This design comes from an exercise in tuning for a short achievable clock period and few clock cycles on the open sky130 flow, not from production work.
In this exercise RTL edits were held to simulation tests only and were not proved equivalent to the original.
Power figures rest on the tool's default switching activity, not on a simulated workload.

==> constraint.sdc <==
create_clock -name core_clock -period 10.0 [get_ports {clk}]
set_input_delay 2.0000 -clock core_clock [delete_from_list [all_inputs] [get_ports {clk}]]
set_output_delay 2.0000 -clock core_clock [all_outputs]
set_load 0.01 [all_outputs]
==> config.mk <==
export PLATFORM = sky130hd
export DESIGN_NAME = cim_node
export DESIGN_NICKNAME = cim_node
export VERILOG_FILES = /design/flow/design.v
export SDC_FILE = /design/flow/constraint.sdc
export NUM_CORES = 4
export LEC_CHECK = 0
export CAP_MARGIN = 20
export CORE_MARGIN = 2
export CORE_UTILIZATION = 40
export PLACE_DENSITY = 0.6
export SLEW_MARGIN = 20
==> design.v <==
`timescale 1ns/1ps
`default_nettype none
package cim_pkg;
    localparam logic [3:0] NOP = 4'd0;
    localparam logic [3:0] PATCH_LOAD_BROADCAST_START_OP = 4'd1;
    localparam logic [3:0] PATCH_LOAD_BROADCAST_OP = 4'd2;
    localparam logic [3:0] DENSE_BROADCAST_START_OP = 4'd3;
    localparam logic [3:0] DENSE_BROADCAST_DATA_OP = 4'd4;
    localparam logic [3:0] PARAM_STREAM_START_OP = 4'd5;
    localparam logic [3:0] PARAM_STREAM_OP = 4'd6;
    localparam int PATCH_LEN = 8;
    localparam int NUM_PATCHES = 4;
    localparam logic [5:0] BIAS_ADDR = 6'd8;
endpackage
`default_nettype wire
`timescale 1ns/1ps
`default_nettype none
import cim_pkg::*;
module cim_mem (
    input  logic clk,
    input  logic par_we,
    input  logic [5:0] par_addr,
    input  logic [15:0] par_data,
    input  logic word_in,           
    input  logic word_v,            
    output logic [7:0] neg,         
    output logic [7:0] one,
    output logic [7:0] two,
    output logic [15:0] bias
);
    logic [15:0] kern [PATCH_LEN];
    logic [15:0] knext;
    logic [16:0] kx;
    assign knext = word_v ? kern[1] : kern[0];
    assign kx = {knext, 1'b0};
    always_ff @(posedge clk) begin
        for (int i = 0; i < PATCH_LEN; i++) begin
            if (par_we && par_addr == 6'(i)) begin
                kern[i] <= par_data;
            end else if (word_v) begin
                kern[i] <= kern[(i + 1) % PATCH_LEN];
            end
        end
        if (par_we && par_addr == BIAS_ADDR) begin
            bias <= par_data;
        end
        for (int j = 0; j < 8; j++) begin
            neg[j] <= word_in & kx[2*j+2];
            one[j] <= word_in & (kx[2*j+1] ^ kx[2*j]);
            two[j] <= word_in & ((kx[2*j+2] & ~kx[2*j+1] & ~kx[2*j]) |
                                 (~kx[2*j+2] & kx[2*j+1] & kx[2*j]));
        end
    end
endmodule
`default_nettype wire
`timescale 1ns/1ps
`default_nettype none
module mac_engine (
    input  logic [15:0] x,
    input  logic [7:0] neg,
    input  logic [7:0] one,
    input  logic [7:0] two,
    output logic [25:0] s,
    output logic [25:0] c
);
    logic p0;
    logic p1;
    logic p2;
    logic p3;
    logic p4;
    logic p5;
    logic p6;
    logic p7;
    logic p8;
    logic p9;
    logic p10;
    logic p11;
    logic p12;
    logic p13;
    logic p14;
    logic p15;
    logic p16;
    logic p17;
    logic p18;
    logic p19;
    logic p20;
    logic p21;
    logic p22;
    logic p23;
    logic p24;
    logic p25;
    logic p26;
    logic p27;
    logic p28;
    logic p29;
    logic p30;
    logic p31;
    logic p32;
    logic p33;
    logic p34;
    logic p35;
    logic p36;
    logic p37;
    logic p38;
    logic p39;
    logic p40;
    logic p41;
    logic p42;
    logic p43;
    logic p44;
    logic p45;
    logic p46;
    logic p47;
    logic p48;
    logic p49;
    logic p50;
    logic p51;
    logic p52;
    logic p53;
    logic p54;
    logic p55;
    logic p56;
    logic p57;
    logic p58;
    logic p59;
    logic p60;
    logic p61;
    logic p62;
    logic p63;
    logic p64;
    logic p65;
    logic p66;
    logic p67;
    logic p68;
    logic p69;
    logic p70;
    logic p71;
    logic p72;
    logic p73;
    logic p74;
    logic p75;
    logic p76;
    logic p77;
    logic p78;
    logic p79;
    logic p80;
    logic p81;
    logic p82;
    logic p83;
    logic p84;
    logic p85;
    logic p86;
    logic p87;
    logic p88;
    logic p89;
    logic p90;
    logic p91;
    logic p92;
    logic p93;
    logic p94;
    logic p95;
    logic p96;
    logic p97;
    logic p98;
    logic p99;
    logic p100;
    logic p101;
    logic p102;
    logic p103;
    logic p104;
    logic p105;
    logic p106;
    logic p107;
    logic p108;
    logic p109;
    logic p110;
    logic p111;
    logic p112;
    logic p113;
    logic p114;
    logic p115;
    logic p116;
    logic p117;
    logic p118;
    logic p119;
    logic p120;
    logic p121;
    logic p122;
    logic p123;
    logic p124;
    logic p125;
    logic p126;
    logic p127;
    logic p128;
    logic p129;
    logic p130;
    logic p131;
    logic t1;
    logic t2;
    logic t3;
    logic t4;
    logic t5;
    logic t6;
    logic t7;
    logic t8;
    logic t9;
    logic t10;
    logic t11;
    logic t12;
    logic t13;
    logic t14;
    logic t15;
    logic t16;
    logic t17;
    logic t18;
    logic t19;
    logic t20;
    logic t21;
    logic t22;
    logic t23;
    logic t24;
    logic t25;
    logic t26;
    logic t27;
    logic t28;
    logic t29;
    logic t30;
    logic t31;
    logic t32;
    logic t33;
    logic t34;
    logic t35;
    logic t36;
    logic t37;
    logic t38;
    logic t39;
    logic t40;
    logic t41;
    logic t42;
    logic t43;
    logic t44;
    logic t45;
    logic t46;
    logic t47;
    logic t48;
    logic t49;
    logic t50;
    logic t51;
    logic t52;
    logic t53;
    logic t54;
    logic t55;
    logic t56;
    logic t57;
    logic t58;
    logic t59;
    logic t60;
    logic t61;
    logic t62;
    logic t63;
    logic t64;
    logic t65;
    logic t66;
    logic t67;
    logic t68;
    logic t69;
    logic t70;
    logic t71;
    logic t72;
    logic t73;
    logic t74;
    logic t75;
    logic t76;
    logic t77;
    logic t78;
    logic t79;
    logic t80;
    logic t81;
    logic t82;
    logic t83;
    logic t84;
    logic t85;
    logic t86;
    logic t87;
    logic t88;
    logic t89;
    logic t90;
    logic t91;
    logic t92;
    logic t93;
    logic t94;
    logic t95;
    logic t96;
    logic t97;
    logic t98;
    logic t99;
    logic t100;
    logic t101;
    logic t102;
    logic t103;
    logic t104;
    logic t105;
    logic t106;
    logic t107;
    logic t108;
    logic t109;
    logic t110;
    logic t111;
    logic t112;
    logic t113;
    logic t114;
    logic t115;
    logic t116;
    logic t117;
    logic t118;
    logic t119;
    logic t120;
    logic t121;
    logic t122;
    logic t123;
    logic t124;
    logic t125;
    logic t126;
    logic t127;
    logic t128;
    logic t129;
    logic t130;
    logic t131;
    logic t132;
    logic t133;
    logic t134;
    logic t135;
    logic t136;
    logic t137;
    logic t138;
    logic t139;
    logic t140;
    logic t141;
    logic t142;
    logic t143;
    logic t144;
    logic t145;
    logic t146;
    logic t147;
    logic t148;
    logic t149;
    logic t150;
    logic t151;
    logic t152;
    logic t153;
    logic t154;
    logic t155;
    logic t156;
    logic t157;
    logic t158;
    logic t159;
    logic t160;
    logic t161;
    logic t162;
    logic t163;
    logic t164;
    logic t165;
    logic t166;
    logic t167;
    logic t168;
    logic t169;
    logic t170;
    logic t171;
    logic t172;
    logic t173;
    logic t174;
    logic t175;
    logic t176;
    logic t177;
    logic t178;
    logic t179;
    logic t180;
    logic t181;
    logic t182;
    logic t183;
    logic t184;
    logic t185;
    logic t186;
    logic t187;
    logic t188;
    logic t189;
    logic t190;
    logic t191;
    logic t192;
    logic t193;
    logic t194;
    logic t195;
    logic t196;
    logic t197;
    logic t198;
    logic t199;
    logic t200;
    logic t201;
    logic t202;
    logic t203;
    logic t204;
    logic t205;
    logic t206;
    logic t207;
    logic t208;
    logic t209;
    logic t210;
    logic t211;
    logic t212;
    logic t213;
    logic t214;
    logic t215;
    logic t216;
    logic t217;
    logic t218;
    logic t219;
    logic t220;
    assign p0 = (((one[0] & x[0])) ^ neg[0]);
    assign p1 = (((one[0] & x[1]) | (two[0] & x[0])) ^ neg[0]);
    assign p2 = (((one[0] & x[2]) | (two[0] & x[1])) ^ neg[0]);
    assign p3 = (((one[1] & x[0])) ^ neg[1]);
    assign p4 = (((one[0] & x[3]) | (two[0] & x[2])) ^ neg[0]);
    assign p5 = (((one[1] & x[1]) | (two[1] & x[0])) ^ neg[1]);
    assign p6 = (((one[0] & x[4]) | (two[0] & x[3])) ^ neg[0]);
    assign p7 = (((one[1] & x[2]) | (two[1] & x[1])) ^ neg[1]);
    assign p8 = (((one[2] & x[0])) ^ neg[2]);
    assign p9 = (((one[0] & x[5]) | (two[0] & x[4])) ^ neg[0]);
    assign p10 = (((one[1] & x[3]) | (two[1] & x[2])) ^ neg[1]);
    assign p11 = (((one[2] & x[1]) | (two[2] & x[0])) ^ neg[2]);
    assign p12 = (((one[0] & x[6]) | (two[0] & x[5])) ^ neg[0]);
    assign p13 = (((one[1] & x[4]) | (two[1] & x[3])) ^ neg[1]);
    assign p14 = (((one[2] & x[2]) | (two[2] & x[1])) ^ neg[2]);
    assign p15 = (((one[3] & x[0])) ^ neg[3]);
    assign p16 = (((one[0] & x[7]) | (two[0] & x[6])) ^ neg[0]);
    assign p17 = (((one[1] & x[5]) | (two[1] & x[4])) ^ neg[1]);
    assign p18 = (((one[2] & x[3]) | (two[2] & x[2])) ^ neg[2]);
    assign p19 = (((one[3] & x[1]) | (two[3] & x[0])) ^ neg[3]);
    assign p20 = (((one[0] & x[8]) | (two[0] & x[7])) ^ neg[0]);
    assign p21 = (((one[1] & x[6]) | (two[1] & x[5])) ^ neg[1]);
    assign p22 = (((one[2] & x[4]) | (two[2] & x[3])) ^ neg[2]);
    assign p23 = (((one[3] & x[2]) | (two[3] & x[1])) ^ neg[3]);
    assign p24 = (((one[4] & x[0])) ^ neg[4]);
    assign p25 = (((one[0] & x[9]) | (two[0] & x[8])) ^ neg[0]);
    assign p26 = (((one[1] & x[7]) | (two[1] & x[6])) ^ neg[1]);
    assign p27 = (((one[2] & x[5]) | (two[2] & x[4])) ^ neg[2]);
    assign p28 = (((one[3] & x[3]) | (two[3] & x[2])) ^ neg[3]);
    assign p29 = (((one[4] & x[1]) | (two[4] & x[0])) ^ neg[4]);
    assign p30 = (((one[0] & x[10]) | (two[0] & x[9])) ^ neg[0]);
    assign p31 = (((one[1] & x[8]) | (two[1] & x[7])) ^ neg[1]);
    assign p32 = (((one[2] & x[6]) | (two[2] & x[5])) ^ neg[2]);
    assign p33 = (((one[3] & x[4]) | (two[3] & x[3])) ^ neg[3]);
    assign p34 = (((one[4] & x[2]) | (two[4] & x[1])) ^ neg[4]);
    assign p35 = (((one[5] & x[0])) ^ neg[5]);
    assign p36 = (((one[0] & x[11]) | (two[0] & x[10])) ^ neg[0]);
    assign p37 = (((one[1] & x[9]) | (two[1] & x[8])) ^ neg[1]);
    assign p38 = (((one[2] & x[7]) | (two[2] & x[6])) ^ neg[2]);
    assign p39 = (((one[3] & x[5]) | (two[3] & x[4])) ^ neg[3]);
    assign p40 = (((one[4] & x[3]) | (two[4] & x[2])) ^ neg[4]);
    assign p41 = (((one[5] & x[1]) | (two[5] & x[0])) ^ neg[5]);
    assign p42 = (((one[0] & x[12]) | (two[0] & x[11])) ^ neg[0]);
    assign p43 = (((one[1] & x[10]) | (two[1] & x[9])) ^ neg[1]);
    assign p44 = (((one[2] & x[8]) | (two[2] & x[7])) ^ neg[2]);
    assign p45 = (((one[3] & x[6]) | (two[3] & x[5])) ^ neg[3]);
    assign p46 = (((one[4] & x[4]) | (two[4] & x[3])) ^ neg[4]);
    assign p47 = (((one[5] & x[2]) | (two[5] & x[1])) ^ neg[5]);
    assign p48 = (((one[6] & x[0])) ^ neg[6]);
    assign p49 = (((one[0] & x[13]) | (two[0] & x[12])) ^ neg[0]);
    assign p50 = (((one[1] & x[11]) | (two[1] & x[10])) ^ neg[1]);
    assign p51 = (((one[2] & x[9]) | (two[2] & x[8])) ^ neg[2]);
    assign p52 = (((one[3] & x[7]) | (two[3] & x[6])) ^ neg[3]);
    assign p53 = (((one[4] & x[5]) | (two[4] & x[4])) ^ neg[4]);
    assign p54 = (((one[5] & x[3]) | (two[5] & x[2])) ^ neg[5]);
    assign p55 = (((one[6] & x[1]) | (two[6] & x[0])) ^ neg[6]);
    assign p56 = (((one[0] & x[14]) | (two[0] & x[13])) ^ neg[0]);
    assign p57 = (((one[1] & x[12]) | (two[1] & x[11])) ^ neg[1]);
    assign p58 = (((one[2] & x[10]) | (two[2] & x[9])) ^ neg[2]);
    assign p59 = (((one[3] & x[8]) | (two[3] & x[7])) ^ neg[3]);
    assign p60 = (((one[4] & x[6]) | (two[4] & x[5])) ^ neg[4]);
    assign p61 = (((one[5] & x[4]) | (two[5] & x[3])) ^ neg[5]);
    assign p62 = (((one[6] & x[2]) | (two[6] & x[1])) ^ neg[6]);
    assign p63 = (((one[7] & x[0])) ^ neg[7]);
    assign p64 = (((one[0] & x[15]) | (two[0] & x[14])) ^ neg[0]);
    assign p65 = (((one[1] & x[13]) | (two[1] & x[12])) ^ neg[1]);
    assign p66 = (((one[2] & x[11]) | (two[2] & x[10])) ^ neg[2]);
    assign p67 = (((one[3] & x[9]) | (two[3] & x[8])) ^ neg[3]);
    assign p68 = (((one[4] & x[7]) | (two[4] & x[6])) ^ neg[4]);
    assign p69 = (((one[5] & x[5]) | (two[5] & x[4])) ^ neg[5]);
    assign p70 = (((one[6] & x[3]) | (two[6] & x[2])) ^ neg[6]);
    assign p71 = (((one[7] & x[1]) | (two[7] & x[0])) ^ neg[7]);
    assign p72 = (((one[0] & x[15]) | (two[0] & x[15])) ^ neg[0]);
    assign p73 = (((one[1] & x[14]) | (two[1] & x[13])) ^ neg[1]);
    assign p74 = (((one[2] & x[12]) | (two[2] & x[11])) ^ neg[2]);
    assign p75 = (((one[3] & x[10]) | (two[3] & x[9])) ^ neg[3]);
    assign p76 = (((one[4] & x[8]) | (two[4] & x[7])) ^ neg[4]);
    assign p77 = (((one[5] & x[6]) | (two[5] & x[5])) ^ neg[5]);
    assign p78 = (((one[6] & x[4]) | (two[6] & x[3])) ^ neg[6]);
    assign p79 = (((one[7] & x[2]) | (two[7] & x[1])) ^ neg[7]);
    assign p80 = ~(((one[0] & x[15]) | (two[0] & x[15])) ^ neg[0]);
    assign p81 = (((one[1] & x[15]) | (two[1] & x[14])) ^ neg[1]);
    assign p82 = (((one[2] & x[13]) | (two[2] & x[12])) ^ neg[2]);
    assign p83 = (((one[3] & x[11]) | (two[3] & x[10])) ^ neg[3]);
    assign p84 = (((one[4] & x[9]) | (two[4] & x[8])) ^ neg[4]);
    assign p85 = (((one[5] & x[7]) | (two[5] & x[6])) ^ neg[5]);
    assign p86 = (((one[6] & x[5]) | (two[6] & x[4])) ^ neg[6]);
    assign p87 = (((one[7] & x[3]) | (two[7] & x[2])) ^ neg[7]);
    assign p88 = (((one[1] & x[15]) | (two[1] & x[15])) ^ neg[1]);
    assign p89 = (((one[2] & x[14]) | (two[2] & x[13])) ^ neg[2]);
    assign p90 = (((one[3] & x[12]) | (two[3] & x[11])) ^ neg[3]);
    assign p91 = (((one[4] & x[10]) | (two[4] & x[9])) ^ neg[4]);
    assign p92 = (((one[5] & x[8]) | (two[5] & x[7])) ^ neg[5]);
    assign p93 = (((one[6] & x[6]) | (two[6] & x[5])) ^ neg[6]);
    assign p94 = (((one[7] & x[4]) | (two[7] & x[3])) ^ neg[7]);
    assign p95 = ~(((one[1] & x[15]) | (two[1] & x[15])) ^ neg[1]);
    assign p96 = (((one[2] & x[15]) | (two[2] & x[14])) ^ neg[2]);
    assign p97 = (((one[3] & x[13]) | (two[3] & x[12])) ^ neg[3]);
    assign p98 = (((one[4] & x[11]) | (two[4] & x[10])) ^ neg[4]);
    assign p99 = (((one[5] & x[9]) | (two[5] & x[8])) ^ neg[5]);
    assign p100 = (((one[6] & x[7]) | (two[6] & x[6])) ^ neg[6]);
    assign p101 = (((one[7] & x[5]) | (two[7] & x[4])) ^ neg[7]);
    assign p102 = (((one[2] & x[15]) | (two[2] & x[15])) ^ neg[2]);
    assign p103 = (((one[3] & x[14]) | (two[3] & x[13])) ^ neg[3]);
    assign p104 = (((one[4] & x[12]) | (two[4] & x[11])) ^ neg[4]);
    assign p105 = (((one[5] & x[10]) | (two[5] & x[9])) ^ neg[5]);
    assign p106 = (((one[6] & x[8]) | (two[6] & x[7])) ^ neg[6]);
    assign p107 = (((one[7] & x[6]) | (two[7] & x[5])) ^ neg[7]);
    assign p108 = ~(((one[2] & x[15]) | (two[2] & x[15])) ^ neg[2]);
    assign p109 = (((one[3] & x[15]) | (two[3] & x[14])) ^ neg[3]);
    assign p110 = (((one[4] & x[13]) | (two[4] & x[12])) ^ neg[4]);
    assign p111 = (((one[5] & x[11]) | (two[5] & x[10])) ^ neg[5]);
    assign p112 = (((one[6] & x[9]) | (two[6] & x[8])) ^ neg[6]);
    assign p113 = (((one[7] & x[7]) | (two[7] & x[6])) ^ neg[7]);
    assign p114 = (((one[3] & x[15]) | (two[3] & x[15])) ^ neg[3]);
    assign p115 = (((one[4] & x[14]) | (two[4] & x[13])) ^ neg[4]);
    assign p116 = (((one[5] & x[12]) | (two[5] & x[11])) ^ neg[5]);
    assign p117 = (((one[6] & x[10]) | (two[6] & x[9])) ^ neg[6]);
    assign p118 = (((one[7] & x[8]) | (two[7] & x[7])) ^ neg[7]);
    assign p119 = ~(((one[3] & x[15]) | (two[3] & x[15])) ^ neg[3]);
    assign p120 = (((one[4] & x[15]) | (two[4] & x[14])) ^ neg[4]);
    assign p121 = (((one[5] & x[13]) | (two[5] & x[12])) ^ neg[5]);
    assign p122 = (((one[6] & x[11]) | (two[6] & x[10])) ^ neg[6]);
    assign p123 = (((one[7] & x[9]) | (two[7] & x[8])) ^ neg[7]);
    assign p124 = (((one[4] & x[15]) | (two[4] & x[15])) ^ neg[4]);
    assign p125 = (((one[5] & x[14]) | (two[5] & x[13])) ^ neg[5]);
    assign p126 = (((one[6] & x[12]) | (two[6] & x[11])) ^ neg[6]);
    assign p127 = (((one[7] & x[10]) | (two[7] & x[9])) ^ neg[7]);
    assign p128 = ~(((one[4] & x[15]) | (two[4] & x[15])) ^ neg[4]);
    assign p129 = (((one[5] & x[15]) | (two[5] & x[14])) ^ neg[5]);
    assign p130 = (((one[6] & x[13]) | (two[6] & x[12])) ^ neg[6]);
    assign p131 = (((one[7] & x[11]) | (two[7] & x[10])) ^ neg[7]);
    assign t1 = p30 ^ p31;
    assign t2 = p30 & p31;
    assign t3 = p36 ^ p37;
    assign t4 = p36 & p37;
    assign t5 = p42 ^ p43 ^ p44;
    assign t6 = (p42 & p43) | (p42 & p44) | (p43 & p44);
    assign t7 = p45 ^ p46;
    assign t8 = p45 & p46;
    assign t9 = p49 ^ p50 ^ p51;
    assign t10 = (p49 & p50) | (p49 & p51) | (p50 & p51);
    assign t11 = p52 ^ p53;
    assign t12 = p52 & p53;
    assign t13 = p56 ^ p57 ^ p58;
    assign t14 = (p56 & p57) | (p56 & p58) | (p57 & p58);
    assign t15 = p59 ^ p60 ^ p61;
    assign t16 = (p59 & p60) | (p59 & p61) | (p60 & p61);
    assign t17 = p62 ^ p63;
    assign t18 = p62 & p63;
    assign t19 = p64 ^ p65 ^ p66;
    assign t20 = (p64 & p65) | (p64 & p66) | (p65 & p66);
    assign t21 = p67 ^ p68 ^ p69;
    assign t22 = (p67 & p68) | (p67 & p69) | (p68 & p69);
    assign t23 = p70 ^ p71;
    assign t24 = p70 & p71;
    assign t25 = p72 ^ p73 ^ p74;
    assign t26 = (p72 & p73) | (p72 & p74) | (p73 & p74);
    assign t27 = p75 ^ p76 ^ p77;
    assign t28 = (p75 & p76) | (p75 & p77) | (p76 & p77);
    assign t29 = p78 ^ p79;
    assign t30 = p78 & p79;
    assign t31 = p80 ^ p81 ^ p82;
    assign t32 = (p80 & p81) | (p80 & p82) | (p81 & p82);
    assign t33 = p83 ^ p84 ^ p85;
    assign t34 = (p83 & p84) | (p83 & p85) | (p84 & p85);
    assign t35 = p86 ^ p87 ^ 1'b1;
    assign t36 = (p86 & p87) | (p86 & 1'b1) | (p87 & 1'b1);
    assign t37 = p88 ^ p89 ^ p90;
    assign t38 = (p88 & p89) | (p88 & p90) | (p89 & p90);
    assign t39 = p91 ^ p92 ^ p93;
    assign t40 = (p91 & p92) | (p91 & p93) | (p92 & p93);
    assign t41 = p94 ^ 1'b1;
    assign t42 = p94 & 1'b1;
    assign t43 = p95 ^ p96 ^ p97;
    assign t44 = (p95 & p96) | (p95 & p97) | (p96 & p97);
    assign t45 = p98 ^ p99 ^ p100;
    assign t46 = (p98 & p99) | (p98 & p100) | (p99 & p100);
    assign t47 = p102 ^ p103 ^ p104;
    assign t48 = (p102 & p103) | (p102 & p104) | (p103 & p104);
    assign t49 = p105 ^ p106;
    assign t50 = p105 & p106;
    assign t51 = p108 ^ p109 ^ p110;
    assign t52 = (p108 & p109) | (p108 & p110) | (p109 & p110);
    assign t53 = p114 ^ p115;
    assign t54 = p114 & p115;
    assign t55 = p12 ^ p13;
    assign t56 = p12 & p13;
    assign t57 = p16 ^ p17;
    assign t58 = p16 & p17;
    assign t59 = p20 ^ p21 ^ p22;
    assign t60 = (p20 & p21) | (p20 & p22) | (p21 & p22);
    assign t61 = p23 ^ p24;
    assign t62 = p23 & p24;
    assign t63 = p25 ^ p26 ^ p27;
    assign t64 = (p25 & p26) | (p25 & p27) | (p26 & p27);
    assign t65 = p28 ^ p29;
    assign t66 = p28 & p29;
    assign t67 = t1 ^ p32 ^ p33;
    assign t68 = (t1 & p32) | (t1 & p33) | (p32 & p33);
    assign t69 = p34 ^ p35 ^ neg[5];
    assign t70 = (p34 & p35) | (p34 & neg[5]) | (p35 & neg[5]);
    assign t71 = t2 ^ t3 ^ p38;
    assign t72 = (t2 & t3) | (t2 & p38) | (t3 & p38);
    assign t73 = p39 ^ p40 ^ p41;
    assign t74 = (p39 & p40) | (p39 & p41) | (p40 & p41);
    assign t75 = t4 ^ t5 ^ t7;
    assign t76 = (t4 & t5) | (t4 & t7) | (t5 & t7);
    assign t77 = p47 ^ p48 ^ neg[6];
    assign t78 = (p47 & p48) | (p47 & neg[6]) | (p48 & neg[6]);
    assign t79 = t6 ^ t8 ^ t9;
    assign t80 = (t6 & t8) | (t6 & t9) | (t8 & t9);
    assign t81 = t11 ^ p54 ^ p55;
    assign t82 = (t11 & p54) | (t11 & p55) | (p54 & p55);
    assign t83 = t10 ^ t12 ^ t13;
    assign t84 = (t10 & t12) | (t10 & t13) | (t12 & t13);
    assign t85 = t15 ^ t17 ^ neg[7];
    assign t86 = (t15 & t17) | (t15 & neg[7]) | (t17 & neg[7]);
    assign t87 = t14 ^ t16 ^ t18;
    assign t88 = (t14 & t16) | (t14 & t18) | (t16 & t18);
    assign t89 = t19 ^ t21 ^ t23;
    assign t90 = (t19 & t21) | (t19 & t23) | (t21 & t23);
    assign t91 = t20 ^ t22 ^ t24;
    assign t92 = (t20 & t22) | (t20 & t24) | (t22 & t24);
    assign t93 = t25 ^ t27 ^ t29;
    assign t94 = (t25 & t27) | (t25 & t29) | (t27 & t29);
    assign t95 = t26 ^ t28 ^ t30;
    assign t96 = (t26 & t28) | (t26 & t30) | (t28 & t30);
    assign t97 = t31 ^ t33 ^ t35;
    assign t98 = (t31 & t33) | (t31 & t35) | (t33 & t35);
    assign t99 = t32 ^ t34 ^ t36;
    assign t100 = (t32 & t34) | (t32 & t36) | (t34 & t36);
    assign t101 = t37 ^ t39 ^ t41;
    assign t102 = (t37 & t39) | (t37 & t41) | (t39 & t41);
    assign t103 = t38 ^ t40 ^ t42;
    assign t104 = (t38 & t40) | (t38 & t42) | (t40 & t42);
    assign t105 = t43 ^ t45 ^ p101;
    assign t106 = (t43 & t45) | (t43 & p101) | (t45 & p101);
    assign t107 = t44 ^ t46 ^ t47;
    assign t108 = (t44 & t46) | (t44 & t47) | (t46 & t47);
    assign t109 = t49 ^ p107 ^ 1'b1;
    assign t110 = (t49 & p107) | (t49 & 1'b1) | (p107 & 1'b1);
    assign t111 = t48 ^ t50 ^ t51;
    assign t112 = (t48 & t50) | (t48 & t51) | (t50 & t51);
    assign t113 = p111 ^ p112 ^ p113;
    assign t114 = (p111 & p112) | (p111 & p113) | (p112 & p113);
    assign t115 = t52 ^ t53 ^ p116;
    assign t116 = (t52 & t53) | (t52 & p116) | (t53 & p116);
    assign t117 = p117 ^ p118 ^ 1'b1;
    assign t118 = (p117 & p118) | (p117 & 1'b1) | (p118 & 1'b1);
    assign t119 = t54 ^ p119 ^ p120;
    assign t120 = (t54 & p119) | (t54 & p120) | (p119 & p120);
    assign t121 = p121 ^ p122 ^ p123;
    assign t122 = (p121 & p122) | (p121 & p123) | (p122 & p123);
    assign t123 = p124 ^ p125 ^ p126;
    assign t124 = (p124 & p125) | (p124 & p126) | (p125 & p126);
    assign t125 = p127 ^ 1'b1;
    assign t126 = p127 & 1'b1;
    assign t127 = p128 ^ p129 ^ p130;
    assign t128 = (p128 & p129) | (p128 & p130) | (p129 & p130);
    assign t129 = p6 ^ p7;
    assign t130 = p6 & p7;
    assign t131 = p9 ^ p10;
    assign t132 = p9 & p10;
    assign t133 = t55 ^ p14 ^ p15;
    assign t134 = (t55 & p14) | (t55 & p15) | (p14 & p15);
    assign t135 = t56 ^ t57 ^ p18;
    assign t136 = (t56 & t57) | (t56 & p18) | (t57 & p18);
    assign t137 = t58 ^ t59 ^ t61;
    assign t138 = (t58 & t59) | (t58 & t61) | (t59 & t61);
    assign t139 = t60 ^ t62 ^ t63;
    assign t140 = (t60 & t62) | (t60 & t63) | (t62 & t63);
    assign t141 = t64 ^ t66 ^ t67;
    assign t142 = (t64 & t66) | (t64 & t67) | (t66 & t67);
    assign t143 = t68 ^ t70 ^ t71;
    assign t144 = (t68 & t70) | (t68 & t71) | (t70 & t71);
    assign t145 = t72 ^ t74 ^ t75;
    assign t146 = (t72 & t74) | (t72 & t75) | (t74 & t75);
    assign t147 = t76 ^ t78 ^ t79;
    assign t148 = (t76 & t78) | (t76 & t79) | (t78 & t79);
    assign t149 = t80 ^ t82 ^ t83;
    assign t150 = (t80 & t82) | (t80 & t83) | (t82 & t83);
    assign t151 = t84 ^ t86 ^ t87;
    assign t152 = (t84 & t86) | (t84 & t87) | (t86 & t87);
    assign t153 = t88 ^ t90 ^ t91;
    assign t154 = (t88 & t90) | (t88 & t91) | (t90 & t91);
    assign t155 = t92 ^ t94 ^ t95;
    assign t156 = (t92 & t94) | (t92 & t95) | (t94 & t95);
    assign t157 = t96 ^ t98 ^ t99;
    assign t158 = (t96 & t98) | (t96 & t99) | (t98 & t99);
    assign t159 = t100 ^ t102 ^ t103;
    assign t160 = (t100 & t102) | (t100 & t103) | (t102 & t103);
    assign t161 = t104 ^ t106 ^ t107;
    assign t162 = (t104 & t106) | (t104 & t107) | (t106 & t107);
    assign t163 = t108 ^ t110 ^ t111;
    assign t164 = (t108 & t110) | (t108 & t111) | (t110 & t111);
    assign t165 = t112 ^ t114 ^ t115;
    assign t166 = (t112 & t114) | (t112 & t115) | (t114 & t115);
    assign t167 = t116 ^ t118 ^ t119;
    assign t168 = (t116 & t118) | (t116 & t119) | (t118 & t119);
    assign t169 = t120 ^ t122 ^ t123;
    assign t170 = (t120 & t122) | (t120 & t123) | (t122 & t123);
    assign t171 = t124 ^ t126 ^ t127;
    assign t172 = (t124 & t126) | (t124 & t127) | (t126 & t127);
    assign t173 = p2 ^ p3;
    assign t174 = p2 & p3;
    assign t175 = p4 ^ p5;
    assign t176 = p4 & p5;
    assign t177 = t129 ^ p8 ^ neg[2];
    assign t178 = (t129 & p8) | (t129 & neg[2]) | (p8 & neg[2]);
    assign t179 = t130 ^ t131 ^ p11;
    assign t180 = (t130 & t131) | (t130 & p11) | (t131 & p11);
    assign t181 = t132 ^ t133 ^ neg[3];
    assign t182 = (t132 & t133) | (t132 & neg[3]) | (t133 & neg[3]);
    assign t183 = t134 ^ t135 ^ p19;
    assign t184 = (t134 & t135) | (t134 & p19) | (t135 & p19);
    assign t185 = t136 ^ t137 ^ neg[4];
    assign t186 = (t136 & t137) | (t136 & neg[4]) | (t137 & neg[4]);
    assign t187 = t138 ^ t139 ^ t65;
    assign t188 = (t138 & t139) | (t138 & t65) | (t139 & t65);
    assign t189 = t140 ^ t141 ^ t69;
    assign t190 = (t140 & t141) | (t140 & t69) | (t141 & t69);
    assign t191 = t142 ^ t143 ^ t73;
    assign t192 = (t142 & t143) | (t142 & t73) | (t143 & t73);
    assign t193 = t144 ^ t145 ^ t77;
    assign t194 = (t144 & t145) | (t144 & t77) | (t145 & t77);
    assign t195 = t146 ^ t147 ^ t81;
    assign t196 = (t146 & t147) | (t146 & t81) | (t147 & t81);
    assign t197 = t148 ^ t149 ^ t85;
    assign t198 = (t148 & t149) | (t148 & t85) | (t149 & t85);
    assign t199 = t150 ^ t151 ^ t89;
    assign t200 = (t150 & t151) | (t150 & t89) | (t151 & t89);
    assign t201 = t152 ^ t153 ^ t93;
    assign t202 = (t152 & t153) | (t152 & t93) | (t153 & t93);
    assign t203 = t154 ^ t155 ^ t97;
    assign t204 = (t154 & t155) | (t154 & t97) | (t155 & t97);
    assign t205 = t156 ^ t157 ^ t101;
    assign t206 = (t156 & t157) | (t156 & t101) | (t157 & t101);
    assign t207 = t158 ^ t159 ^ t105;
    assign t208 = (t158 & t159) | (t158 & t105) | (t159 & t105);
    assign t209 = t160 ^ t161 ^ t109;
    assign t210 = (t160 & t161) | (t160 & t109) | (t161 & t109);
    assign t211 = t162 ^ t163 ^ t113;
    assign t212 = (t162 & t163) | (t162 & t113) | (t163 & t113);
    assign t213 = t164 ^ t165 ^ t117;
    assign t214 = (t164 & t165) | (t164 & t117) | (t165 & t117);
    assign t215 = t166 ^ t167 ^ t121;
    assign t216 = (t166 & t167) | (t166 & t121) | (t167 & t121);
    assign t217 = t168 ^ t169 ^ t125;
    assign t218 = (t168 & t169) | (t168 & t125) | (t169 & t125);
    assign t219 = t170 ^ t171 ^ p131;
    assign t220 = (t170 & t171) | (t170 & p131) | (t171 & p131);
    assign s[0] = p0;
    assign c[0] = neg[0];
    assign s[1] = p1;
    assign c[1] = 1'b0;
    assign s[2] = t173;
    assign c[2] = neg[1];
    assign s[3] = t174;
    assign c[3] = t175;
    assign s[4] = t176;
    assign c[4] = t177;
    assign s[5] = t178;
    assign c[5] = t179;
    assign s[6] = t180;
    assign c[6] = t181;
    assign s[7] = t182;
    assign c[7] = t183;
    assign s[8] = t184;
    assign c[8] = t185;
    assign s[9] = t186;
    assign c[9] = t187;
    assign s[10] = t188;
    assign c[10] = t189;
    assign s[11] = t190;
    assign c[11] = t191;
    assign s[12] = t192;
    assign c[12] = t193;
    assign s[13] = t194;
    assign c[13] = t195;
    assign s[14] = t196;
    assign c[14] = t197;
    assign s[15] = t198;
    assign c[15] = t199;
    assign s[16] = t200;
    assign c[16] = t201;
    assign s[17] = t202;
    assign c[17] = t203;
    assign s[18] = t204;
    assign c[18] = t205;
    assign s[19] = t206;
    assign c[19] = t207;
    assign s[20] = t208;
    assign c[20] = t209;
    assign s[21] = t210;
    assign c[21] = t211;
    assign s[22] = t212;
    assign c[22] = t213;
    assign s[23] = t214;
    assign c[23] = t215;
    assign s[24] = t216;
    assign c[24] = t217;
    assign s[25] = t218;
    assign c[25] = t219;
endmodule
`default_nettype wire
`timescale 1ns/1ps
`default_nettype none
import cim_pkg::*;
module bus_rx_ctrl #(
    parameter logic [1:0] NODE_ID = 2'd0
) (
    input  logic clk,
    input  logic rst_n,
    input  logic [3:0] bus_op,
    input  logic [47:0] bus_data,
    input  logic [1:0] bus_target_or_sender,
    output logic par_we,
    output logic [5:0] par_addr,
    output logic [15:0] par_data,
    output logic word_in,         
    output logic word_v,
    output logic [15:0] word,
    output logic [4:0] word_idx,  
    output logic load_start       
);
    logic to_me;
    logic [5:0] rx_addr;
    logic [1:0] lane;
    logic [4:0] word_cnt;
    assign to_me = (bus_target_or_sender == NODE_ID);
    assign word_in = (bus_op == PATCH_LOAD_BROADCAST_OP);
    always_ff @(posedge clk) begin
        word <= bus_data[15:0];
        par_addr <= rx_addr;
        word_idx <= word_cnt;
        case (lane)
            2'd1: par_data <= bus_data[31:16];
            2'd2: par_data <= bus_data[47:32];
            default: par_data <= bus_data[15:0];
        endcase
        if (bus_op == PARAM_STREAM_START_OP) begin
            rx_addr <= bus_data[5:0];
            lane <= 2'd0;
        end else if (bus_op == PARAM_STREAM_OP && to_me) begin
            rx_addr <= rx_addr + 6'd1;
            lane <= (lane == 2'd2) ? 2'd0 : lane + 2'd1;
        end
        if (!rst_n) begin
            par_we <= 1'b0;
            word_v <= 1'b0;
            load_start <= 1'b0;
            word_cnt <= '0;
        end else begin
            par_we <= (bus_op == PARAM_STREAM_OP) && to_me;
            word_v <= word_in;
            load_start <= (bus_op == PATCH_LOAD_BROADCAST_START_OP);
            if (bus_op == PATCH_LOAD_BROADCAST_START_OP) begin
                word_cnt <= '0;
            end else if (word_in) begin
                word_cnt <= word_cnt + 5'd1;
            end
        end
    end
endmodule
`default_nettype wire
`timescale 1ns/1ps
`default_nettype none
import cim_pkg::*;
module patch_proj_ctrl (
    input  logic clk,
    input  logic rst_n,
    input  logic load_start,
    input  logic word_v,
    input  logic [4:0] word_idx,
    input  logic [25:0] ps,           
    input  logic [25:0] pc,
    input  logic [15:0] bias,
    output logic [15:0] res0,
    output logic [15:0] res1,
    output logic [15:0] res2,
    output logic [15:0] res3,
    output logic is_ready
);
    logic [25:0] s_q;
    logic [25:0] c_q;
    logic v_q;
    logic first_q;
    logic [1:0] patch_q;
    logic [15:0] acc;
    logic [15:0] base;
    logic [15:0] h_s;
    logic [15:0] h_c;
    logic [10:0] lo;
    logic [15:0] acc_next;
    assign lo = {1'b0, s_q[9:0]} + {1'b0, c_q[9:0]};
    assign base = (v_q && first_q) ? bias : acc;
    assign h_s = base ^ s_q[25:10] ^ c_q[25:10];
    assign h_c = {(base[14:0] & s_q[24:10]) | (base[14:0] & c_q[24:10]) | (s_q[24:10] & c_q[24:10]), lo[10]};
    assign acc_next = h_s + h_c;
    assign res3 = acc;
    always_ff @(posedge clk) begin
        s_q <= ps;
        c_q <= pc;
        first_q <= (word_idx[2:0] == 3'd0);
        patch_q <= word_idx[4:3];
        acc <= acc_next;
        if (v_q && first_q) begin
            case (patch_q)
                2'd1: res0 <= acc;
                2'd2: res1 <= acc;
                2'd3: res2 <= acc;
                default: begin
                end
            endcase
        end
        if (!rst_n) begin
            v_q <= 1'b0;
            is_ready <= 1'b0;
        end else begin
            v_q <= word_v;
            if (load_start) begin
                is_ready <= 1'b0;
            end else if (word_v && word_idx == 5'd31) begin
                is_ready <= 1'b1;
            end
        end
    end
endmodule
`default_nettype wire
`timescale 1ns/1ps
`default_nettype none
import cim_pkg::*;
module bus_tx_fill #(
    parameter logic [1:0] NODE_ID = 2'd0
) (
    input  logic clk,
    input  logic rst_n,
    input  logic [3:0] bus_op,
    input  logic [47:0] bus_data,
    input  logic [1:0] bus_target_or_sender,
    input  logic [15:0] res0,
    input  logic [15:0] res1,
    input  logic [15:0] res2,
    input  logic [15:0] res3,
    output logic bus_drive,
    output logic [3:0] bus_out_op,
    output logic [47:0] bus_out_data
);
    logic req;
    logic [1:0] a;
    logic [1:0] n;
    logic [15:0] res [4];
    assign res[0] = res0;
    assign res[1] = res1;
    assign res[2] = res2;
    assign res[3] = res3;
    assign req = (bus_op == DENSE_BROADCAST_START_OP) && (bus_target_or_sender == NODE_ID);
    assign a = bus_data[1:0];     
    assign n = bus_data[17:16];   
    always_ff @(posedge clk) begin
        bus_out_data[47:32] <= res[2'(a + n - 2'd1)];
        bus_out_data[31:16] <= n[1] ? res[2'(a + n - 2'd2)] : 16'h0000;
        bus_out_data[15:0] <= (n == 2'd3) ? res[a] : 16'h0000;
        if (!rst_n) begin
            bus_drive <= 1'b0;
            bus_out_op <= NOP;
        end else begin
            bus_drive <= req;
            bus_out_op <= req ? DENSE_BROADCAST_DATA_OP : NOP;
        end
    end
endmodule
`default_nettype wire
`timescale 1ns/1ps
`default_nettype none
import cim_pkg::*;
module cim_node #(
    parameter logic [1:0] NODE_ID = 2'd0
) (
    input  logic clk,
    input  logic rst_n,
    input  logic [3:0] bus_op,
    input  logic [47:0] bus_data,
    input  logic [1:0] bus_target_or_sender,
    output logic [3:0] bus_out_op,
    output logic [47:0] bus_out_data,
    output logic [1:0] bus_out_target_or_sender,
    output logic bus_drive,
    output logic is_ready
);
    logic par_we;
    logic [5:0] par_addr;
    logic [15:0] par_data;
    logic word_in;
    logic word_v;
    logic [15:0] word;
    logic [4:0] word_idx;
    logic load_start;
    logic [7:0] neg;
    logic [7:0] one;
    logic [7:0] two;
    logic [15:0] bias;
    logic [25:0] ps;
    logic [25:0] pc;
    logic [15:0] res0;
    logic [15:0] res1;
    logic [15:0] res2;
    logic [15:0] res3;
    assign bus_out_target_or_sender = NODE_ID;   
    bus_rx_ctrl #(.NODE_ID(NODE_ID)) u_bus_rx_ctrl (
        .clk(clk),
        .rst_n(rst_n),
        .bus_op(bus_op),
        .bus_data(bus_data),
        .bus_target_or_sender(bus_target_or_sender),
        .par_we(par_we),
        .par_addr(par_addr),
        .par_data(par_data),
        .word_in(word_in),
        .word_v(word_v),
        .word(word),
        .word_idx(word_idx),
        .load_start(load_start)
    );
    cim_mem u_cim_mem (
        .clk(clk),
        .par_we(par_we),
        .par_addr(par_addr),
        .par_data(par_data),
        .word_in(word_in),
        .word_v(word_v),
        .neg(neg),
        .one(one),
        .two(two),
        .bias(bias)
    );
    mac_engine u_mac_engine (
        .x(word),
        .neg(neg),
        .one(one),
        .two(two),
        .s(ps),
        .c(pc)
    );
    patch_proj_ctrl u_patch_proj_ctrl (
        .clk(clk),
        .rst_n(rst_n),
        .load_start(load_start),
        .word_v(word_v),
        .word_idx(word_idx),
        .ps(ps),
        .pc(pc),
        .bias(bias),
        .res0(res0),
        .res1(res1),
        .res2(res2),
        .res3(res3),
        .is_ready(is_ready)
    );
    bus_tx_fill #(.NODE_ID(NODE_ID)) u_bus_tx_fill (
        .clk(clk),
        .rst_n(rst_n),
        .bus_op(bus_op),
        .bus_data(bus_data),
        .bus_target_or_sender(bus_target_or_sender),
        .res0(res0),
        .res1(res1),
        .res2(res2),
        .res3(res3),
        .bus_drive(bus_drive),
        .bus_out_op(bus_out_op),
        .bus_out_data(bus_out_data)
    );
endmodule
`default_nettype wire
==> run.sh <==
#!/bin/bash
# synth_recipe.tcl (not shown) runs the flow's synth.tcl, then flattens the netlist and writes it again
# the make line also repeats each setting of config.mk as NAME=value (left out here)
make -C /OpenROAD-flow-scripts/flow DESIGN_CONFIG=/design/flow/config.mk WORK_HOME=/design/flow/orfs CLKGATE_MAP_FILE= SYNTH_SCRIPT=/design/flow/synth_recipe.tcl finish
==> results.txt, run 1 <==
status no timing/DRC/antenna violations; static leakage 8.75 nW; vias per cell 5.15; DR iter-0 viols 734; dpl hpwl 32,500 um; Detail Route Antenna Nets 0; wire per inst 19.1 um; Crit Reg-Reg Endpoint u_patch_proj_ctrl.c_q[21]$_DFF_P_; xor and xnor area share after synthesis 7.68%; total number of yosys warnings 6; r2r setup slk 6.48 ns; Critical Path RT 10.44 ns; GRT Residual Overflow 0; CTS tree yes; Filler Cell Count 4,541; top_reg_cell synth dfxtp_1; Clock Tree Root clkbuf_16; Crit Path Category in -> reg; Worst Setup End Kind flip-flop; post-route cell area 23,400 um2; top cell type's share of synthesized area 26.8%; Synth Area in Simple Gates 5.46%; Core Region 50,300 um2; hold path cells 0; CTS max path bufs 3; Clk pwr share 31.8%; clock transition at the registers of the reported paths 0.06 ns; Final Max Tran Viols 0; Inserted Clock Buffers 41; Synth Area in Compound Gates 7.96%; CTS sink cnt 396; share of post-route cells with drive strength above 1 15.4%; hold path startpoint u_bus_rx_ctrl.word_cnt[4]$_SDFFE_PP0P_; Final Hold Vio Count 0; Comb pwr share 25.0%; post-synth cell types 56; All-Layer GR Usage 17.7%; Post-synth EDFFs 182; nets 1,899; area leader, netlist edfxtp_1; Rel. slew slack 26.7%; Synth-to-Final Area Change 14.5%; row count 82; critical path data arrival time 4.45 ns; vias in the first global route 12,900; hold_buf cts 0; register area share after synthesis 47.8%; Seq pwr share 43.2%; H-tree Lvls 2; Post-CTS Setup Bufs 0; hold endpoint u_bus_rx_ctrl.word_idx[4]$_DFF_P_; chip height 230 um; mux share of post-synthesis cell area 13.4%; clk_skew 0.0210 ns; HP Class reg -> reg; Setup TNS 0 ns; FF+latch count, synth 396; Synth Cell Area 20,400 um2; final setup fails 0; Residual DRC 0; Detailed Route WL 45,800 um; Sw Share 30.4%; die width 230 um; number of antenna violations at the first check in global routing 1; Placed Area 21,900 um2; Worst-Skew Late Latency 0.56 ns; die area 52,800 um2; reg-to-reg critical path startpoint u_cim_mem.neg[2]$_DFF_P_; top cells by area, synth edfxtp_1 27%, dfxtp_1 21%, fa_1 8.9%; TritonRoute pass-1 iters 5; fin crit share 40.0%; worst vdd ir 140 uV; Max-cap violations 0; Switching Power 1.49 mW; post-CTS resize count 0; Reg2Reg Depth 8; PortBufs 106; largest net degree at the start of global routing 45; maximum clock rate 250 MHz; Startpoint Class input port; Max FO, Critical Path 32; Synth async-reset ratio 0%; first-pass GRT wire length 73,600 um; RSZ-0062 raised after global routing false; synthesized instance count 1,652; largest family of logic cells by synthesized area multiplexers; worst-margin pin slew 1.10 ns; Initial Util 40.6%; power per cell area 210 nW/um2; via count 12,400; number of I/O pins 112; Post-Synth Adder-Cell Area 12.4%; Final Critical Period 4.00 ns; Internal Dissipation 3.42 mW; syn_area_per_cell 12.3 um2; gp weighted congestion 0.803
worst max path at each step:
stage | from | endpoint | slack, ns | cells past startpoint
finish | bus_data[16] | u_bus_tx_fill.bus_out_data[17]$_SDFF_PN0_ | 6.00 | 7
global route | bus_data[16] | u_bus_tx_fill.bus_out_data[27]$_SDFF_PN0_ | 5.86 | 7
CTS | bus_data[16] | u_bus_tx_fill.bus_out_data[17]$_SDFF_PN0_ | 5.61 | 4
detailed placement | bus_data[16] | u_bus_tx_fill.bus_out_data[17]$_SDFF_PN0_ | 5.02 | 4
global placement | bus_data[16] | u_bus_tx_fill.bus_out_data[17]$_SDFF_PN0_ | 5.08 | 4
floorplan | bus_data[0] | u_bus_tx_fill.bus_out_data[37]$_DFF_P_ | 6.31 | 4
state kept, by name, summed over array words and instances, names as in the netlist, 2 cells and up:
signal                      flops
u_patch_proj_ctrl.c_q          25
u_cim_mem.bias                 16
u_bus_rx_ctrl.par_data         16
u_bus_rx_ctrl.lane              2
u_cim_mem.neg                   8
u_patch_proj_ctrl.res2         16
u_patch_proj_ctrl.res0         16
u_bus_rx_ctrl.word             16
u_cim_mem.two                   8
u_bus_rx_ctrl.rx_addr           6
u_patch_proj_ctrl.acc          16
u_patch_proj_ctrl.patch_q       2
u_bus_rx_ctrl.par_addr          6
u_bus_tx_fill.bus_out_data     48
u_bus_rx_ctrl.word_idx          5
u_cim_mem.kern                128
u_bus_rx_ctrl.word_cnt          5
u_cim_mem.one                   8
u_patch_proj_ctrl.res1         16
u_patch_proj_ctrl.s_q          26
kinds of logic (layout without fill, tap and decap cells):
logic type	count (synthesis)	in the layout
flops	396	396
buf+inv	269	343
compound gates	238	238
simple gates	222	222
mux	199	199
xor+xnor	179	179
fa+ha+maj	148	148
other cells	1	6
layout by cell type (no fill, tap or decap), drive strengths merged, types with 64 or more instances in the layout:
cell type / n
fa: 91
clkdlybuf4s50: 106
edfxtp: 182
dfxtp: 214
nor2: 98
mux2: 115
inv: 154
xor2: 64
a22oi: 130
xnor2: 115
critical path, stage by stage:
cell             delay (ns)
clkdlybuf4s50_1        0.92
ha_4                   0.22
xor2_1                 0.22
xnor2_2                0.13
buf_4                  0.40
mux4_2                 0.36
and2_1                 0.17
area by class of cell:
type	instances	area, um2	area share [%]
Clock buffer	58	1210	5.20
Antenna cell	1	2.50	0.0107
Clock inverter	18	203	0.868
Inverter	151	567	2.43
Multi-Input combinational cell	991	9630	41.3
Tap cell	672	841	3.60
Sequential cell	396	9750	41.8
Timing Repair Buffer	116	1140	4.88
per-layer routing:
layer  vias to the layer above  GRT usage [%]  wire length (um)  part of all wire, %
met3                        65           2.75              1820                  4.0
met2                       260           30.7             22700                   50
met4                         0           4.92              1010                  2.2
met5                         -              0                 0                    0
li1                       5858              -                 -                    -
met1                      6187           22.8             20300                   44
through the flow:
step | hold WS [ns] | worst slack [ns] | utilization (%) | cells | power (mW)
2_1_floorplan | 0.329 | 6.31 | - | 1656 | 2.99
3_3_place_gp | 0.362 | 5.08 | 43.6 | 2325 | 3.36
3_5_place_dp | 0.368 | 5.02 | 43.6 | 2325 | 3.39
4_1_cts | 0.376 | 5.61 | 46.4 | 2401 | 4.97
5_1_grt | 0.384 | 5.86 | 46.4 | 2402 | 5.22
6_report | 0.378 | 6.00 | 46.5 | 2403 | 4.91
power by group through the flow:
stage / Sequential (mW) / Clock [mW] / Combinational (mW)
after floorplan: 2.04 / 0 / 0.947
after global placement: 2.16 / 0 / 1.20
after detailed placement: 2.16 / 0 / 1.23
after CTS: 2.13 / 1.60 / 1.24
after global routing: 2.15 / 1.67 / 1.40
final: 2.12 / 1.56 / 1.23
synthesized netlist by cell type, types with 9 or more instances:
master and n:
mux4_2 48, nor2_1 97, mux2_2 115, xnor2_1 115, a211oi_1 13, fa_1 91
buf_2 14, inv_1 150, dfxtp_1 214, and2_1 18, nand2_1 40, ha_1 55
and3_1 16, nand2b_1 9, xor2_1 64, o21ai_0 19, clkbuf_1 83, buf_1 11
a21oi_1 49, edfxtp_1 182, a22oi_1 130, mux2i_1 36
Testbench counts, summed over its fixed seeds: cycles 50,848.
==> run 2: changes to the inputs <==
==> flow/run.sh (new file) <==
#!/bin/bash
# Standard layout, with timing repair aiming well past the 10 ns constraint
set -euo pipefail
bash standard.sh SETUP_SLACK_MARGIN=7 finish > standard_flow.log 2>&1
==> standard.sh (new file) <==
#!/bin/bash
# synth_recipe.tcl (not shown) runs the flow's synth.tcl, then flattens the netlist and writes it again
# the make line also repeats each setting of config.mk as NAME=value (left out here)
make -C /OpenROAD-flow-scripts/flow DESIGN_CONFIG=/design/flow/config.mk WORK_HOME=/design/flow/orfs CLKGATE_MAP_FILE= SYNTH_SCRIPT=/design/flow/synth_recipe.tcl "${@:-finish}"
removed: run.sh
==> run 2 against run 1 <==
  * First-iteration DRC count shrank 14%
  * Clock skew grew 0.012 ns
  * Critical endpoint is now u_patch_proj_ctrl.acc[15]$_DFF_P_
  * Critical path depth grew 8
  * Critical path type is now reg -> reg
  * Flip-flop and latch count is the same
  * Clock power grew 3%
  * Setup slack gained 0.88 ns
  * Worst hold slack lost 0.012 ns
  * Core utilization grew 3.4 points
  * Global-route usage grew 0.60 points
  * Largest cell class is now multi-input combinational cells
==> results.txt, run 2 <==
status no timing/DRC/antenna violations; clk_skew 0.0329 ns (+0.0119 ns); Filler Cell Count 4,415 (-2.8%); FF+latch count, synth 396 (unchanged); vias in the first global route 13,000 (+0.80%); CTS max path bufs 3 (unchanged); H-tree Lvls 2 (unchanged); TritonRoute pass-1 iters 5 (unchanged); Synth Area in Compound Gates 7.96% (unchanged); number of I/O pins 112 (unchanged); Post-synth EDFFs 182 (unchanged); post-synth cell types 56 (unchanged); CTS tree yes; critical path data arrival time 3.59 ns (-0.86 ns); Startpoint Class flip-flop; top cells by area, synth edfxtp_1 27%, dfxtp_1 21%, fa_1 8.9%; largest net degree at the start of global routing 44 (-2.2%); Largest regs u_cim_mem.kern: 128 flops, u_bus_tx_fill.bus_out_data: 48 flops, u_patch_proj_ctrl.s_q: 26 flops; Residual DRC 0 (unchanged); row count 82 (unchanged); Rel. slew slack 29.5% (+2.8 points); top cell type's share of synthesized area 26.8% (unchanged); die width 230 um (unchanged); Synth Area in Simple Gates 5.46% (unchanged); CTS sink cnt 396 (unchanged); worst-margin pin slew 1.06 ns (-0.0422 ns); maximum clock rate 320 MHz (+28%); Core Region 50,300 um2 (unchanged); Largest Register u_cim_mem.kern; syn_area_per_cell 12.3 um2 (unchanged); Crit Path Category reg -> reg; Clock Tree Root clkbuf_16; via count 12,800 (+3.8%); top_reg_cell synth dfxtp_1; gp weighted congestion 0.844 (+5.1%); Detailed Route WL 49,200 um (+7.4%); Initial Util 40.6% (unchanged); dpl hpwl 32,300 um (-0.41%); total number of yosys warnings 6 (unchanged); die area 52,800 um2 (unchanged); Final Hold Vio Count 0 (unchanged); first-pass GRT wire length 75,500 um (+2.6%); Final Critical Period 3.12 ns (-0.884 ns); top-count cell post-synth dfxtp_1; Synth async-reset ratio 0% (unchanged); Synth Cell Area 20,400 um2 (unchanged); wire per inst 19.7 um (+3.4%); mux share of post-synthesis cell area 13.4% (unchanged); RSZ-0062 raised after global routing true; final setup fails 0 (unchanged); most frequent cells in the layout 182 x edfxtp_1, 148 x inv_1, 135 x dfxtp_1; register area share after synthesis 47.8% (unchanged); Max-cap violations 0 (unchanged); nets 1,989 (+4.7%); largest family of logic cells by synthesized area multiplexers; HP Class reg -> reg; most frequent cells after synthesis 214 x dfxtp_1, 182 x edfxtp_1, 150 x inv_1; Inserted Clock Buffers 43 (+4.9%); DR iter-0 viols 634 (-14%); r2r setup slk 6.88 ns (+0.40 ns); area leader, netlist edfxtp_1; All-Layer GR Usage 18.3% (+0.60 points); hold_buf cts 0 (unchanged); Detail Route Antenna Nets 0 (unchanged); number of antenna violations at the first check in global routing 1 (unchanged); synthesized instance count 1,652 (unchanged); Worst Setup End Kind flip-flop; Max FO, Critical Path 3 (-91%); vias per cell 5.14 (-0.13%); static leakage 9.58 nW (+9.5%); power per cell area 205 nW/um2 (-2.7%); PortBufs 106 (unchanged); clock transition at the registers of the reported paths 0.06 ns (about the same); share of post-route cells with drive strength above 1 32.2% (+17 points); hold slack 0.366 ns (-0.0122 ns); worst vdd ir 133 uV (-5.1%); Final Max Tran Viols 0 (unchanged); most common cell after layout, fill and taps aside edfxtp_1; Setup TNS 0 ns (unchanged); Post-Synth Adder-Cell Area 12.4% (unchanged); xor and xnor area share after synthesis 7.68% (unchanged); max reg flops 128 (unchanged); GRT Residual Overflow 0 (unchanged); Synth-to-Final Area Change 22.8%; Worst-Skew Late Latency 0.58 ns (+0.02 ns); fin crit share 31.2% (-8.8 points); Critical Path RT 10.47 ns (+0.03 ns); chip height 230 um (unchanged)
[run 2: cell counts after synthesis]
No cell type changed its count.
[run 2: critical path: stages (launching register included)]
cell      delay [ns]
dfxtp_2         0.33
ha_4            0.22
a41o_1          0.18
a21o_1          0.18
a21o_1          0.17
a21oi_2         0.16
o21ai_1         0.10
a31o_2          0.24
ha_4            0.16
buf_4           0.13
a21oi_4         0.14
nand4b_1        0.16
nand4_1         0.20
a31o_4          0.29
a311oi_2        0.27
xnor2_1         0.10
[run 2: final cells by class]
class                           instances  area [um2]  share of cell area [%]
Clock buffer                           55        1170                    4.68
Clock inverter                         24         267                    1.06
Antenna cell                            4        10.0                  0.0400
Inverter                              151         569                    2.27
Tap cell                              672         841                    3.36
Timing Repair Buffer                  204        2010                    8.03
Sequential cell                       396        9930                    39.6
Multi-Input combinational cell        991       10200                    40.9
[run 2: final timing paths]
path / from / end / cells after the start
max: u_patch_proj_ctrl.s_q[2]$_DFF_P_ / u_patch_proj_ctrl.acc[15]$_DFF_P_ / 15
min: u_bus_rx_ctrl.word_cnt[4]$_SDFFE_PP0P_ / u_bus_rx_ctrl.word_idx[4]$_DFF_P_ / 0
max reg2reg: u_patch_proj_ctrl.s_q[2]$_DFF_P_ / u_patch_proj_ctrl.acc[15]$_DFF_P_ / 15
min reg2reg: u_bus_rx_ctrl.word_cnt[4]$_SDFFE_PP0P_ / u_bus_rx_ctrl.word_idx[4]$_DFF_P_ / 0
[run 2: cell families after synthesis]
logic type	after synthesis
flops	396
buf+inv	269
compound gates	238
simple gates	222
mux	199
xor+xnor	179
fa+ha+maj	148
other cells	1
[run 2: metal layers]
layer	vias to the layer above	track usage, %	part of all wire (%)	wire [um]
met5	-	0	0	0
met4	0	5.48	2.7	1310
met3	76	3.17	4.5	2230
met2	302	31.5	50	24500
met1	6428	23.5	43	21200
li1	6031	-	-	-
[run 2: what timing repair did]
action,CTS,global route
pin swaps,27,48
buffers inserted,34,51
endpoints found under the setup margin,219,134
endpoints found under the hold margin,0,0
cloned,5,0
resized for setup,390,132
[run 2: power by group]
part           internal, mW  switching, mW
clock                 0.941          0.662
sequential             1.90          0.231
combinational         0.672          0.721
[run 2: per-stage QoR]
stage	setup WS (ns)	instance area, um2	std cells	util [%]	total power [mW]
global placement	5.43	22000	2324	43.7	3.37
floorplan	6.73	20700	1656	-	3.00
CTS	6.85	24100	2442	48.0	5.08
detailed placement	5.38	22000	2324	43.7	3.40
finish	6.88	25000	2497	49.8	5.13
global route	6.75	25000	2493	49.8	5.41

[what the ideal ports hide]
The results above use ideal ports. As a check the final layouts listed here were re-extracted and re-timed, cells and wires unchanged.
Step 1, drivers: a clkbuf_16 drives clk and a buf_2 each remaining input, both assumed.
Step 2 times the ports against the registers' clock, not the clock port: input delays grow and output delays shrink by t, the midpoint of the rising clock arrivals with the driver on.
Three values: no drivers, after step 1, after step 2; two values: the first two.
run	t (ns)	setup slack, ns	pins driven straight from the clock port
run 1	0.609	5.995 / 6.024 / 5.415	1
run 2	0.624	6.880 / 6.880 / 6.384	1
After both steps every run listed still meets setup and hold. The setup slack of run 1, which loses most, moves by +0.029 ns with the drivers and by -0.580 ns with both steps.
